Context: an optimization exercise on an open-source flow, tuned for a short achievable clock period and few clock cycles. The choices shown serve that exercise and are no tape-out recipe.
Where RTL was checked, it was by simulation tests only, not by an equivalence proof against the original.
No activity file was given, so power comes from the tool's default toggle rates.

==> inputs of wip/sierra <==
// cpu_top
module cpu_top #(
	parameter logic [31:0] RESET_PC = 32'h0000_0000
) (
	input logic clk,
	input logic rst_n,
	output logic halted,
	output logic psel,
	output logic penable,
	output logic pwrite,
	output logic [31:0] paddr,
	output logic [31:0] pwdata,
	input logic [31:0] prdata,
	input logic pready
);
	logic fetch_ok;
	logic [31:0] fetch_addr;
	logic fetch_start;
	logic data_ok;
	logic data_write;
	logic [31:0] data_addr;
	logic [31:0] data_wdata;
	logic [2:0] data_rd;
	logic data_start;
	logic rq_valid;
	logic rq_fetch;
	logic [2:0] rq_rd;
	logic [31:0] rq_data;
	logic bus_free;
	logic ir_valid;
	localparam int IW = 12 + 3 + 7 + 7 + 7 + 16;
	logic cand_valid;
	logic [IW-1:0] cand;
	logic [IW-1:0] ir;
	logic issue;
	logic [7:1] rd_a_oh, rd_b_oh;
	logic [31:0] rd_a_data, rd_b_data;
	logic wb_we;
	logic [2:0] wb_rd;
	logic [31:0] wb_data;
	logic halt_done;
	fetch_decode #(
		.RESET_PC(RESET_PC)
	) i_fetch_decode (
		.clk(clk),
		.rst_n(rst_n),
		.fetch_ok(fetch_ok),
		.fetch_addr(fetch_addr),
		.fetch_start(fetch_start),
		.fw_valid(rq_valid && rq_fetch),
		.fw_data(rq_data),
		.cand_valid(cand_valid),
		.cand(cand),
		.ir_valid(ir_valid),
		.ir(ir),
		.issue(issue)
	);
	execute_unit i_execute_unit (
		.clk(clk),
		.rst_n(rst_n),
		.cand_valid(cand_valid),
		.cand(cand),
		.ir_valid(ir_valid),
		.ir(ir),
		.issue(issue),
		.rd_a_oh(rd_a_oh),
		.rd_b_oh(rd_b_oh),
		.rd_a_data(rd_a_data),
		.rd_b_data(rd_b_data),
		.wb_we(wb_we),
		.wb_rd(wb_rd),
		.wb_data(wb_data),
		.ld_valid(rq_valid && !rq_fetch),
		.ld_rd(rq_rd),
		.data_ok(data_ok),
		.data_write(data_write),
		.data_addr(data_addr),
		.data_wdata(data_wdata),
		.data_rd(data_rd),
		.data_start(data_start),
		.halt_done(halt_done)
	);
	reg_result i_reg_result (
		.clk(clk),
		.rst_n(rst_n),
		.rd_a_oh(rd_a_oh),
		.rd_b_oh(rd_b_oh),
		.rd_a_data(rd_a_data),
		.rd_b_data(rd_b_data),
		.ex_we(wb_we),
		.ex_rd(wb_rd),
		.ex_data(wb_data),
		.ld_we(rq_valid && !rq_fetch),
		.ld_rd(rq_rd),
		.ld_data(rq_data)
	);
	mem_bus_guard i_mem_bus_guard (
		.clk(clk),
		.rst_n(rst_n),
		.fetch_ok(fetch_ok),
		.fetch_addr(fetch_addr),
		.fetch_start(fetch_start),
		.data_ok(data_ok),
		.data_write(data_write),
		.data_addr(data_addr),
		.data_wdata(data_wdata),
  ...
clock: 7.0 ns
lec_check: 0
abc_clock_period_in_ps: 1500
cap_margin: 20
core_margin: 2
core_utilization: 40
setup_slack_margin: 4.6
slew_margin: 20
run.sh (not shown) runs the stock make flow with config.mk's settings and CLKGATE_MAP_FILE= SYNTH_SCRIPT=/design/flow/synth_recipe.tcl, a recipe that flattens the netlist after the stock synthesis.
==> wip/yarrow: changes against wip/sierra <==
--- a/flow/design.v
+++ b/flow/design.v
@@ -1,33 +1,35 @@
 `timescale 1ns/1ps
 module fetch_decode #(
 	parameter logic [31:0] RESET_PC = '0,
 	parameter int DEPTH = 4,
+	parameter int PW = 2,
+	parameter int PREF = 3,
 	parameter bit BYPASS = 1'b1,
 	localparam int IW = 12 + 3 + 7 + 7 + 7 + 16
 ) (
 	input logic clk,
 	input logic rst_n,
 	output logic fetch_ok,
+	output logic fetch_pref,
 	output logic [31:0] fetch_addr,
 	input logic fetch_start,
 	input logic fw_valid,
 	input logic [31:0] fw_data,
 	output logic cand_valid,
 	output logic [IW-1:0] cand,
 	output logic ir_valid,
 	output logic [IW-1:0] ir,
 	input logic issue
 );
-	localparam int PW = $clog2(DEPTH);
 	localparam int CAP = DEPTH + 1;
 	logic [31:0] pc;
 	logic [CAP-1:0] cred;
 	logic stop;
 	logic [PW:0] cnt;
-	logic [PW-1:0] rp, wp;
 	logic [IW-1:0] bw [DEPTH];
+	logic shift;
 	logic [IW-1:0] fw_pd;
 	logic take;
 	logic from_buf;
 	function automatic logic [7:1] onehot(input logic [2:0] r);
 		for (int i = 1; i < 8; i++)
@@ -63,54 +65,57 @@
 			writes ? onehot(rd) : 7'd0, w[15:0]};
 	endfunction
 	assign fw_pd = predecode(fw_data);
 	assign fetch_addr = pc;
 	assign fetch_ok = cred[0] && !stop;
+	assign fetch_pref = cred[PREF-1];
 	assign from_buf = (cnt != '0);
 	assign cand_valid = from_buf || (BYPASS && fw_valid);
-	assign cand = (!BYPASS || from_buf) ? bw[rp] : fw_pd;
+	assign cand = (!BYPASS || from_buf) ? bw[0] : fw_pd;
 	assign take = issue || !ir_valid;
 	always_ff @(posedge clk) begin
 		if (!rst_n) begin
 			pc <= RESET_PC;
 			cred <= '1;
 			stop <= 1'b0;
 			cnt <= '0;
-			rp <= '0;
-			wp <= '0;
 			ir_valid <= 1'b0;
 		end else begin
 			if (fetch_start)
 				pc <= pc + 32'd4;
 			if (fetch_start && !issue)
 				cred <= {1'b0, cred[CAP-1:1]};
 			else if (!fetch_start && issue)
 				cred <= {cred[CAP-2:0], 1'b1};
 			if (fw_valid && fw_data[31:28] == 4'hf)
 				stop <= 1'b1;
-			if (fw_valid)
-				wp <= (wp == PW'(DEPTH - 1)) ? '0 : wp + 1'b1;
-			if (take && cand_valid)
-				rp <= (rp == PW'(DEPTH - 1)) ? '0 : rp + 1'b1;
-			if (take && cand_valid && !fw_valid)
+			if (shift && !fw_valid)
 				cnt <= cnt - 1'b1;
-			else if (!(take && cand_valid) && fw_valid)
+			else if (fw_valid && !take)
 				cnt <= cnt + 1'b1;
 			if (take)
 				ir_valid <= cand_valid;
 		end
 	end
+	assign shift = take && from_buf;
 	always_ff @(posedge clk) begin
-		if (fw_valid)
-			bw[wp] <= fw_pd;
+		for (int i = 0; i < DEPTH; i++) begin
+			if (shift) begin
+				if (fw_valid && cnt == (PW+1)'(i + 1))
+					bw[i] <= fw_pd;
+				else if (i < DEPTH - 1)
+					bw[i] <= bw[(i < DEPTH - 1) ? i + 1 : i];
+			end else if (fw_valid && cnt == (PW+1)'(i)) begin
+				bw[i] <= fw_pd;
+			end
+		end
 		if (take)
 			ir <= cand;
 	end
 endmodule
 `timescale 1ns/1ps
 module execute_unit #(
-	parameter int DQ_DEPTH = 3,
 	localparam int IW = 12 + 3 + 7 + 7 + 7 + 16
 ) (
 	input logic clk,
 	input logic rst_n,
 	input logic cand_valid,
@@ -131,70 +136,80 @@
 	output logic data_write,
 	output logic [31:0] data_addr,
 	output logic [31:0] data_wdata,
 	output logic [2:0] data_rd,
 	input logic data_start,
+	output logic dq_empty,
+	output logic [7:1] kill,
 	output logic halt_done
 );
-	localparam int QW = $clog2(DQ_DEPTH + 1);
-	localparam int PW = (DQ_DEPTH > 1) ? $clog2(DQ_DEPTH) : 1;
 	typedef struct packed {
 		logic mem, halt, st, ld, wr, urb, ura, breg, is_xor, is_or, is_and, sub;
 		logic [2:0] rd;
 		logic [7:1] ra_oh, rb_oh, rd_oh;
 		logic [15:0] imm;
 	} inst_t;
 	inst_t d, c;
 	logic hz;
 	logic halt_issued;
 	logic [7:1] pend, pend_n;
-	logic [7:1] bsy_n, bsyld_n;
+	logic [7:1] bsy_n;
 	logic room0, room1;
 	logic h_stay, h_new0, h_new1;
 	logic ex_valid;
 	logic [31:0] ex_g, ex_p, ex_wd;
 	logic ex_cin;
 	logic ex_sel_and, ex_sel_or, ex_sel_xor;
 	logic [2:0] ex_rd;
 	logic [7:1] ex_rd_oh;
 	logic ex_wr, ex_ld, ex_st, ex_halt;
-	logic [31:0] sum, res;
+	logic [31:0] carry;
+	logic [31:0] res;
 	logic wb_valid;
+	logic [31:0] wb_g, wb_p, wb_c;
+	logic wb_sel_and, wb_sel_or, wb_sel_xor;
 	logic [31:0] wb_wd;
 	logic [7:1] wb_rd_oh;
 	logic wb_wr, wb_ld, wb_st, wb_halt;
-	logic [QW-1:0] dq_cnt, dq_cnt_n;
-	logic [PW-1:0] dq_rp, dq_wp;
-	logic dq_w [DQ_DEPTH];
-	logic [31:0] dq_a [DQ_DEPTH];
-	logic [31:0] dq_d [DQ_DEPTH];
-	logic [2:0] dq_r [DQ_DEPTH];
+	logic wb_dead, wb_dead_now;
+	logic [7:0] kill8;
+	logic dq_occ1, dq_occ2;
+	logic dq_rp, dq_wp;
+	logic dq_w [2];
+	logic dq_dead [2];
+	logic skip;
+	logic [31:0] dq_a [2];
+	logic [31:0] dq_d [2];
+	logic [2:0] dq_r [2];
 	logic push;
 	logic wb_mem_n;
 	logic [31:0] op_b;
 	assign d = inst_t'(ir);
 	assign c = inst_t'(cand);
 	assign rd_a_oh = d.ra_oh;
 	assign rd_b_oh = d.rb_oh;
 	assign issue = ir_valid && !hz && !halt_issued;
+	assign kill = {7{issue && d.wr}} & d.rd_oh;
+	assign kill8 = {kill, 1'b0};
+	assign wb_dead_now = wb_dead || kill8[wb_rd];
 	always_comb begin
 		for (int i = 1; i < 8; i++)
 			pend_n[i] = (pend[i] || (wb_valid && wb_ld && wb_rd_oh[i])) &&
 				!(ld_valid && ld_rd == 3'(i));
 	end
 	assign bsy_n = ({7{ex_valid}} & ex_rd_oh) | pend_n;
-	assign bsyld_n = ({7{ex_valid && ex_ld}} & ex_rd_oh) | pend_n;
 	assign wb_mem_n = ex_valid && (ex_ld || ex_st);
-	assign room0 = ((QW+1)'(dq_cnt_n) + (QW+1)'(wb_mem_n)) < (QW+1)'(DQ_DEPTH);
-	assign room1 = ((QW+1)'(dq_cnt_n) + (QW+1)'(wb_mem_n)) < (QW+1)'(DQ_DEPTH - 1);
+	assign room0 = (!dq_occ1 && !(push && wb_mem_n)) ||
+		(dq_occ1 && !dq_occ2 && !push && !wb_mem_n);
+	assign room1 = !dq_occ1 && !push && !wb_mem_n;
 	assign h_stay = (d.ura && |(d.ra_oh & bsy_n)) || (d.urb && |(d.rb_oh & bsy_n)) ||
-		|(d.rd_oh & bsyld_n) || (d.mem && !room0);
+		(d.mem && !room0);
 	assign h_new0 = (c.ura && |(c.ra_oh & bsy_n)) || (c.urb && |(c.rb_oh & bsy_n)) ||
-		|(c.rd_oh & bsyld_n) || (c.mem && !room0);
+		(c.mem && !room0);
 	assign h_new1 = h_new0 ||
 		(c.ura && |(c.ra_oh & d.rd_oh)) || (c.urb && |(c.rb_oh & d.rd_oh)) ||
-		(d.ld && |(c.rd_oh & d.rd_oh)) || (c.mem && d.mem && !room1);
+		(c.mem && d.mem && !room1);
 	always_ff @(posedge clk) begin
 		if (!rst_n) begin
 			ex_valid <= 1'b0;
 			wb_valid <= 1'b0;
 			halt_issued <= 1'b0;
@@ -239,59 +254,78 @@
 				pn[i] = pp[i] & pp[i - sp];
 			end
 			gg = gn;
 			pp = pn;
 		end
-		sum = ex_p ^ {gg[30:0], ex_cin};
-	end
-	always_comb begin
-		if (ex_sel_and) res = ex_g;
-		else if (ex_sel_or) res = ex_g | ex_p;
-		else if (ex_sel_xor) res = ex_p;
-		else res = sum;
+		carry = {gg[30:0], ex_cin};
 	end
 	always_ff @(posedge clk) begin
-		wb_data <= res;
+		wb_g <= ex_g;
+		wb_p <= ex_p;
+		wb_c <= carry;
+		wb_sel_and <= ex_sel_and;
+		wb_sel_or <= ex_sel_or;
+		wb_sel_xor <= ex_sel_xor;
 		wb_wd <= ex_wd;
 		wb_rd <= ex_rd;
 		wb_rd_oh <= ex_rd_oh;
 		wb_wr <= ex_wr;
 		wb_ld <= ex_ld;
 		wb_st <= ex_st;
 		wb_halt <= ex_halt;
+		wb_dead <= kill8[ex_rd];
 	end
+	always_comb begin
+		if (wb_sel_and) res = wb_g;
+		else if (wb_sel_or) res = wb_g | wb_p;
+		else if (wb_sel_xor) res = wb_p;
+		else res = wb_p ^ wb_c;
+	end
+	assign wb_data = res;
 	assign wb_we = wb_valid && wb_wr && !wb_ld;
 	always_ff @(posedge clk) begin
 		if (!rst_n)
 			pend <= '0;
 		else
-			pend <= pend_n;
+			for (int i = 1; i < 8; i++)
+				pend[i] <= (pend[i] || (wb_valid && wb_ld && !wb_dead_now && wb_rd_oh[i])) &&
+					!(ld_valid && ld_rd == 3'(i)) && !kill[i];
 	end
 	assign push = wb_valid && (wb_ld || wb_st);
-	assign data_ok = (dq_cnt != '0);
+	assign data_ok = dq_occ1 && !dq_dead[dq_rp];
+	assign skip = dq_occ1 && dq_dead[dq_rp];
+	assign dq_empty = !dq_occ1;
 	assign data_write = dq_w[dq_rp];
 	assign data_addr = dq_a[dq_rp];
 	assign data_wdata = dq_d[dq_rp];
 	assign data_rd = dq_r[dq_rp];
-	always_comb begin
-		dq_cnt_n = dq_cnt;
-		if (push && !data_start)
-			dq_cnt_n = dq_cnt + 1'b1;
-		else if (!push && data_start)
-			dq_cnt_n = dq_cnt - 1'b1;
-	end
 	always_ff @(posedge clk) begin
 		if (!rst_n) begin
-			dq_cnt <= '0;
-			dq_rp <= '0;
-			dq_wp <= '0;
+			dq_occ1 <= 1'b0;
+			dq_occ2 <= 1'b0;
+			dq_rp <= 1'b0;
+			dq_wp <= 1'b0;
 		end else begin
-			dq_cnt <= dq_cnt_n;
+			if (push && !(data_start || skip)) begin
+				dq_occ1 <= 1'b1;
+				dq_occ2 <= dq_occ1;
+			end else if (!push && (data_start || skip)) begin
+				dq_occ1 <= dq_occ2;
+				dq_occ2 <= 1'b0;
+			end
 			if (push)
-				dq_wp <= (dq_wp == PW'(DQ_DEPTH - 1)) ? '0 : dq_wp + 1'b1;
-			if (data_start)
-				dq_rp <= (dq_rp == PW'(DQ_DEPTH - 1)) ? '0 : dq_rp + 1'b1;
+				dq_wp <= !dq_wp;
+			if (data_start || skip)
+				dq_rp <= !dq_rp;
+		end
+	end
+	always_ff @(posedge clk) begin
+		for (int i = 0; i < 2; i++) begin
+			if (push && dq_wp == 1'(i))
+				dq_dead[i] <= wb_ld && wb_dead_now;
+			else if (!dq_w[i] && kill8[dq_r[i]])
+				dq_dead[i] <= 1'b1;
 		end
 	end
 	always_ff @(posedge clk) begin
 		if (push) begin
 			dq_w[dq_wp] <= wb_st;
@@ -340,24 +374,29 @@
 				rv[i] <= 1'b1;
 		end
 	end
 endmodule
 `timescale 1ns/1ps
-module mem_bus_guard (
+module mem_bus_guard #(
+	parameter bit FETCH_FIRST = 1'b1
+) (
 	input logic clk,
 	input logic rst_n,
 	input logic fetch_ok,
+	input logic fetch_pref,
 	input logic [31:0] fetch_addr,
 	output logic fetch_start,
 	input logic data_ok,
 	input logic data_write,
 	input logic [31:0] data_addr,
 	input logic [31:0] data_wdata,
 	input logic [2:0] data_rd,
 	output logic data_start,
+	input logic [7:1] kill,
 	output logic rq_valid,
 	output logic rq_fetch,
+	output logic rq_dead,
 	output logic [2:0] rq_rd,
 	output logic [31:0] rq_data,
 	output logic bus_free,
 	output logic psel,
 	output logic penable,
@@ -368,17 +407,22 @@
 	input logic pready
 );
 	logic done;
 	logic free;
 	logic start;
+	logic pick_data;
 	logic cur_fetch;
+	logic cur_dead;
 	logic [2:0] cur_rd;
+	logic [7:0] kill8;
+	assign kill8 = {kill, 1'b0};
 	assign done = penable && pready;
 	assign free = !psel || done;
+	assign pick_data = FETCH_FIRST ? (data_ok && !(fetch_ok && fetch_pref)) : data_ok;
 	assign start = free && (data_ok || fetch_ok);
-	assign data_start = free && data_ok;
-	assign fetch_start = free && !data_ok && fetch_ok;
+	assign data_start = free && pick_data;
+	assign fetch_start = free && !pick_data && fetch_ok;
 	assign bus_free = free;
 	always_ff @(posedge clk) begin
 		if (!rst_n) begin
 			psel <= 1'b0;
 			penable <= 1'b0;
@@ -390,25 +434,46 @@
 			penable <= 1'b0;
 		end else if (psel) begin
 			penable <= 1'b1;
 		end
 	end
+	logic hold_write;
+	logic [31:0] hold_addr;
+	logic [31:0] hold_wdata;
+	logic [31:0] next_addr;
+	logic next_write;
+	assign next_addr = pick_data ? data_addr : fetch_addr;
+	assign next_write = pick_data && data_write;
+	always_ff @(posedge clk) begin
+		if (start || !psel) begin
+			hold_write <= next_write;
+			hold_addr <= next_addr;
+			hold_wdata <= data_wdata;
+		end
+		pwrite <= start ? next_write : hold_write;
+		paddr <= start ? next_addr : hold_addr;
+		pwdata <= start ? data_wdata : hold_wdata;
+	end
 	always_ff @(posedge clk) begin
 		if (start) begin
-			pwrite <= data_ok && data_write;
-			paddr <= data_ok ? data_addr : fetch_addr;
-			pwdata <= data_wdata;
-			cur_fetch <= !data_ok;
+			cur_fetch <= !pick_data;
 			cur_rd <= data_rd;
 		end
 	end
 	always_ff @(posedge clk) begin
+		if (start)
+			cur_dead <= pick_data && kill8[data_rd];
+		else if (kill8[cur_rd])
+			cur_dead <= 1'b1;
+	end
+	always_ff @(posedge clk) begin
 		if (!rst_n)
 			rq_valid <= 1'b0;
 		else
 			rq_valid <= done && !pwrite;
 		rq_fetch <= cur_fetch;
+		rq_dead <= cur_dead || kill8[cur_rd];
 		rq_rd <= cur_rd;
 		rq_data <= prdata;
 	end
 endmodule
 `timescale 1ns/1ps
@@ -425,20 +490,24 @@
 	output logic [31:0] pwdata,
 	input logic [31:0] prdata,
 	input logic pready
 );
 	logic fetch_ok;
+	logic fetch_pref;
 	logic [31:0] fetch_addr;
 	logic fetch_start;
 	logic data_ok;
 	logic data_write;
 	logic [31:0] data_addr;
 	logic [31:0] data_wdata;
 	logic [2:0] data_rd;
 	logic data_start;
 	logic rq_valid;
 	logic rq_fetch;
+	logic rq_dead;
+	logic dq_empty;
+	logic [7:1] kill;
 	logic [2:0] rq_rd;
 	logic [31:0] rq_data;
 	logic bus_free;
 	logic ir_valid;
 	localparam int IW = 12 + 3 + 7 + 7 + 7 + 16;
@@ -456,10 +525,11 @@
 		.RESET_PC(RESET_PC)
 	) i_fetch_decode (
 		.clk(clk),
 		.rst_n(rst_n),
 		.fetch_ok(fetch_ok),
+		.fetch_pref(fetch_pref),
 		.fetch_addr(fetch_addr),
 		.fetch_start(fetch_start),
 		.fw_valid(rq_valid && rq_fetch),
 		.fw_data(rq_data),
 		.cand_valid(cand_valid),
@@ -481,18 +551,20 @@
 		.rd_a_data(rd_a_data),
 		.rd_b_data(rd_b_data),
 		.wb_we(wb_we),
 		.wb_rd(wb_rd),
 		.wb_data(wb_data),
-		.ld_valid(rq_valid && !rq_fetch),
+		.ld_valid(rq_valid && !rq_fetch && !rq_dead),
 		.ld_rd(rq_rd),
 		.data_ok(data_ok),
 		.data_write(data_write),
 		.data_addr(data_addr),
 		.data_wdata(data_wdata),
 		.data_rd(data_rd),
 		.data_start(data_start),
+		.dq_empty(dq_empty),
+		.kill(kill),
 		.halt_done(halt_done)
 	);
 	reg_result i_reg_result (
 		.clk(clk),
 		.rst_n(rst_n),
@@ -501,28 +573,31 @@
 		.rd_a_data(rd_a_data),
 		.rd_b_data(rd_b_data),
 		.ex_we(wb_we),
 		.ex_rd(wb_rd),
 		.ex_data(wb_data),
-		.ld_we(rq_valid && !rq_fetch),
+		.ld_we(rq_valid && !rq_fetch && !rq_dead),
 		.ld_rd(rq_rd),
 		.ld_data(rq_data)
 	);
 	mem_bus_guard i_mem_bus_guard (
 		.clk(clk),
 		.rst_n(rst_n),
 		.fetch_ok(fetch_ok),
+		.fetch_pref(fetch_pref),
 		.fetch_addr(fetch_addr),
 		.fetch_start(fetch_start),
 		.data_ok(data_ok),
 		.data_write(data_write),
 		.data_addr(data_addr),
 		.data_wdata(data_wdata),
 		.data_rd(data_rd),
 		.data_start(data_start),
+		.kill(kill),
 		.rq_valid(rq_valid),
 		.rq_fetch(rq_fetch),
+		.rq_dead(rq_dead),
 		.rq_rd(rq_rd),
 		.rq_data(rq_data),
 		.bus_free(bus_free),
 		.psel(psel),
 		.penable(penable),
@@ -533,9 +608,9 @@
 		.pready(pready)
 	);
 	always_ff @(posedge clk) begin
 		if (!rst_n)
 			halted <= 1'b0;
-		else if (halt_done && !data_ok && bus_free)
+		else if (halt_done && dq_empty && bus_free)
 			halted <= 1'b1;
 	end
 endmodule
CTS_CLUSTER_DIAMETER = 80   (was not set)
CTS_CLUSTER_SIZE = 24   (was not set)
==> wip/amber: changes against wip/sierra <==
--- a/flow/design.v
+++ b/flow/design.v
@@ -106,11 +106,11 @@
 			ir <= cand;
 	end
 endmodule
 `timescale 1ns/1ps
 module execute_unit #(
-	parameter int DQ_DEPTH = 3,
+	parameter int DQ_DEPTH = 4,
 	localparam int IW = 12 + 3 + 7 + 7 + 7 + 16
 ) (
 	input logic clk,
 	input logic rst_n,
 	input logic cand_valid,
@@ -155,12 +155,15 @@
 	logic ex_cin;
 	logic ex_sel_and, ex_sel_or, ex_sel_xor;
 	logic [2:0] ex_rd;
 	logic [7:1] ex_rd_oh;
 	logic ex_wr, ex_ld, ex_st, ex_halt;
-	logic [31:0] sum, res;
+	logic [31:0] carry;
+	logic [31:0] res;
 	logic wb_valid;
+	logic [31:0] wb_g, wb_p, wb_c;
+	logic wb_sel_and, wb_sel_or, wb_sel_xor;
 	logic [31:0] wb_wd;
 	logic [7:1] wb_rd_oh;
 	logic wb_wr, wb_ld, wb_st, wb_halt;
 	logic [QW-1:0] dq_cnt, dq_cnt_n;
 	logic [PW-1:0] dq_rp, dq_wp;
@@ -182,12 +185,12 @@
 				!(ld_valid && ld_rd == 3'(i));
 	end
 	assign bsy_n = ({7{ex_valid}} & ex_rd_oh) | pend_n;
 	assign bsyld_n = ({7{ex_valid && ex_ld}} & ex_rd_oh) | pend_n;
 	assign wb_mem_n = ex_valid && (ex_ld || ex_st);
-	assign room0 = ((QW+1)'(dq_cnt_n) + (QW+1)'(wb_mem_n)) < (QW+1)'(DQ_DEPTH);
-	assign room1 = ((QW+1)'(dq_cnt_n) + (QW+1)'(wb_mem_n)) < (QW+1)'(DQ_DEPTH - 1);
+	assign room0 = ((QW+2)'(dq_cnt) + (QW+2)'(push) + (QW+2)'(wb_mem_n)) < (QW+2)'(DQ_DEPTH);
+	assign room1 = ((QW+2)'(dq_cnt) + (QW+2)'(push) + (QW+2)'(wb_mem_n)) < (QW+2)'(DQ_DEPTH - 1);
 	assign h_stay = (d.ura && |(d.ra_oh & bsy_n)) || (d.urb && |(d.rb_oh & bsy_n)) ||
 		|(d.rd_oh & bsyld_n) || (d.mem && !room0);
 	assign h_new0 = (c.ura && |(c.ra_oh & bsy_n)) || (c.urb && |(c.rb_oh & bsy_n)) ||
 		|(c.rd_oh & bsyld_n) || (c.mem && !room0);
 	assign h_new1 = h_new0 ||
@@ -239,28 +242,34 @@
 				pn[i] = pp[i] & pp[i - sp];
 			end
 			gg = gn;
 			pp = pn;
 		end
-		sum = ex_p ^ {gg[30:0], ex_cin};
-	end
-	always_comb begin
-		if (ex_sel_and) res = ex_g;
-		else if (ex_sel_or) res = ex_g | ex_p;
-		else if (ex_sel_xor) res = ex_p;
-		else res = sum;
+		carry = {gg[30:0], ex_cin};
 	end
 	always_ff @(posedge clk) begin
-		wb_data <= res;
+		wb_g <= ex_g;
+		wb_p <= ex_p;
+		wb_c <= carry;
+		wb_sel_and <= ex_sel_and;
+		wb_sel_or <= ex_sel_or;
+		wb_sel_xor <= ex_sel_xor;
 		wb_wd <= ex_wd;
 		wb_rd <= ex_rd;
 		wb_rd_oh <= ex_rd_oh;
 		wb_wr <= ex_wr;
 		wb_ld <= ex_ld;
 		wb_st <= ex_st;
 		wb_halt <= ex_halt;
 	end
+	always_comb begin
+		if (wb_sel_and) res = wb_g;
+		else if (wb_sel_or) res = wb_g | wb_p;
+		else if (wb_sel_xor) res = wb_p;
+		else res = wb_p ^ wb_c;
+	end
+	assign wb_data = res;
 	assign wb_we = wb_valid && wb_wr && !wb_ld;
 	always_ff @(posedge clk) begin
 		if (!rst_n)
 			pend <= '0;
 		else
CORE_UTILIZATION = 55   (was 40)
==> run summary <==
quantity                                                                         wip/sierra                         wip/amber                            wip/yarrow
Number of stages on the worst setup path                                                 12                                 1                                     1
Switch Pwr                                                                         5.168 mW                          6.074 mW                              6.635 mW
Post-synthesis share of cell area spent on xor and xnor gates                        1.442%                            1.727%                                1.821%
Buffer share of cell area                                                            3.664%                            3.472%                                3.859%
Total number of yosys warnings                                                            6                                 6                                     8
Post-placement worst setup slack                                                   2.782 ns                          3.262 ns                              2.739 ns
Synthesized netlist cell count                                                         3102                              3120                                  3531
Dpl cells                                                                              4469                              4239                                  4954
Core area                                                                       107100 um^2                        83820 um^2                           110200 um^2
Logic power comb                                                                    3.50 mW                           5.03 mW                               6.08 mW
Post-DRT Antenna Nets                                                                     0                                 0                                     1
Proportion of cell area spent on the clock network                                   7.039%                            7.665%                                3.660%
Outcome                                                             complete, no violations           complete, no violations              finished with violations
Layout check failures                                                                     -                                 -                    antenna violations
Vias in the first global route                                                        26160                             27680                                 27810
CP startpoint                                                                        pready  i_mem_bus_guard.pwrite$_DFFE_PP_  i_mem_bus_guard.penable$_SDFFE_PP0P_
Worst reg-to-reg setup slack                                                        4.18 ns                           4.32 ns                               4.62 ns
Area Overhead vs Synth                                                               16.40%                            15.79%                                12.49%
Seq/Total Area, Yosys                                                                66.87%                            69.11%                                64.07%
Routed length per instance                                                         24.41 um                          26.72 um                              23.54 um
Endpoint of the worst setup timing path                        i_execute_unit.hz$_SDFF_PN0_                            pwrite                               penable
Mux cell area share after synthesis                                                  11.31%                            11.92%                                10.63%
Relative slew slack                                                                  28.53%                            20.61%                                33.69%
Multi-input combinational cell area                                              13960 um^2                        14020 um^2                            15270 um^2
Largest net degree at the start of global routing                                        74                                74                                    82
Well-tap cell count                                                                    1403                              1134                                  1488
Testbench counts of wip/yarrow, summed over its fixed seeds: cycles 129,700.
Function not checked in wip/sierra and wip/amber: the RTL went through the layout flow alone.

-- afterwards: timing with drivers on the ports --
Ports are ideal in the flow. The routed layouts listed here were re-timed in OpenROAD.
Step 1 sets driving cells, clkbuf_16 on the clock port and buf_2 on the other inputs (assumed; they add their load-dependent delay and slew).
Step 2 moves the port delays by t, midway between the first and last clock arrival at a register: inputs arrive t later, outputs are due t later. That takes back most of the time a late clock gives input paths.
Slacks: no drivers / after step 1 / after step 2; pairs: no drivers / after step 1.
run | shift t [ns] | slack for setup (ns) | worst setup path at the end | clock arrival spread, ns | pins driven straight from the clock port
wip/sierra | 0.761 | 4.107 / 4.137 / 3.376 | input to register | 0.027 / 0.026 | 1
wip/yarrow | 0.756 | 4.441 / 4.370 / 4.020 | input to register | 0.032 / 0.033 | 1
wip/amber | 0.752 | 4.301 / 4.236 / 3.860 | input to register | 0.042 / 0.042 | 1
For wip/sierra, which loses most, drivers alone change the setup slack by +0.030 ns; drivers and shift together by -0.731 ns.
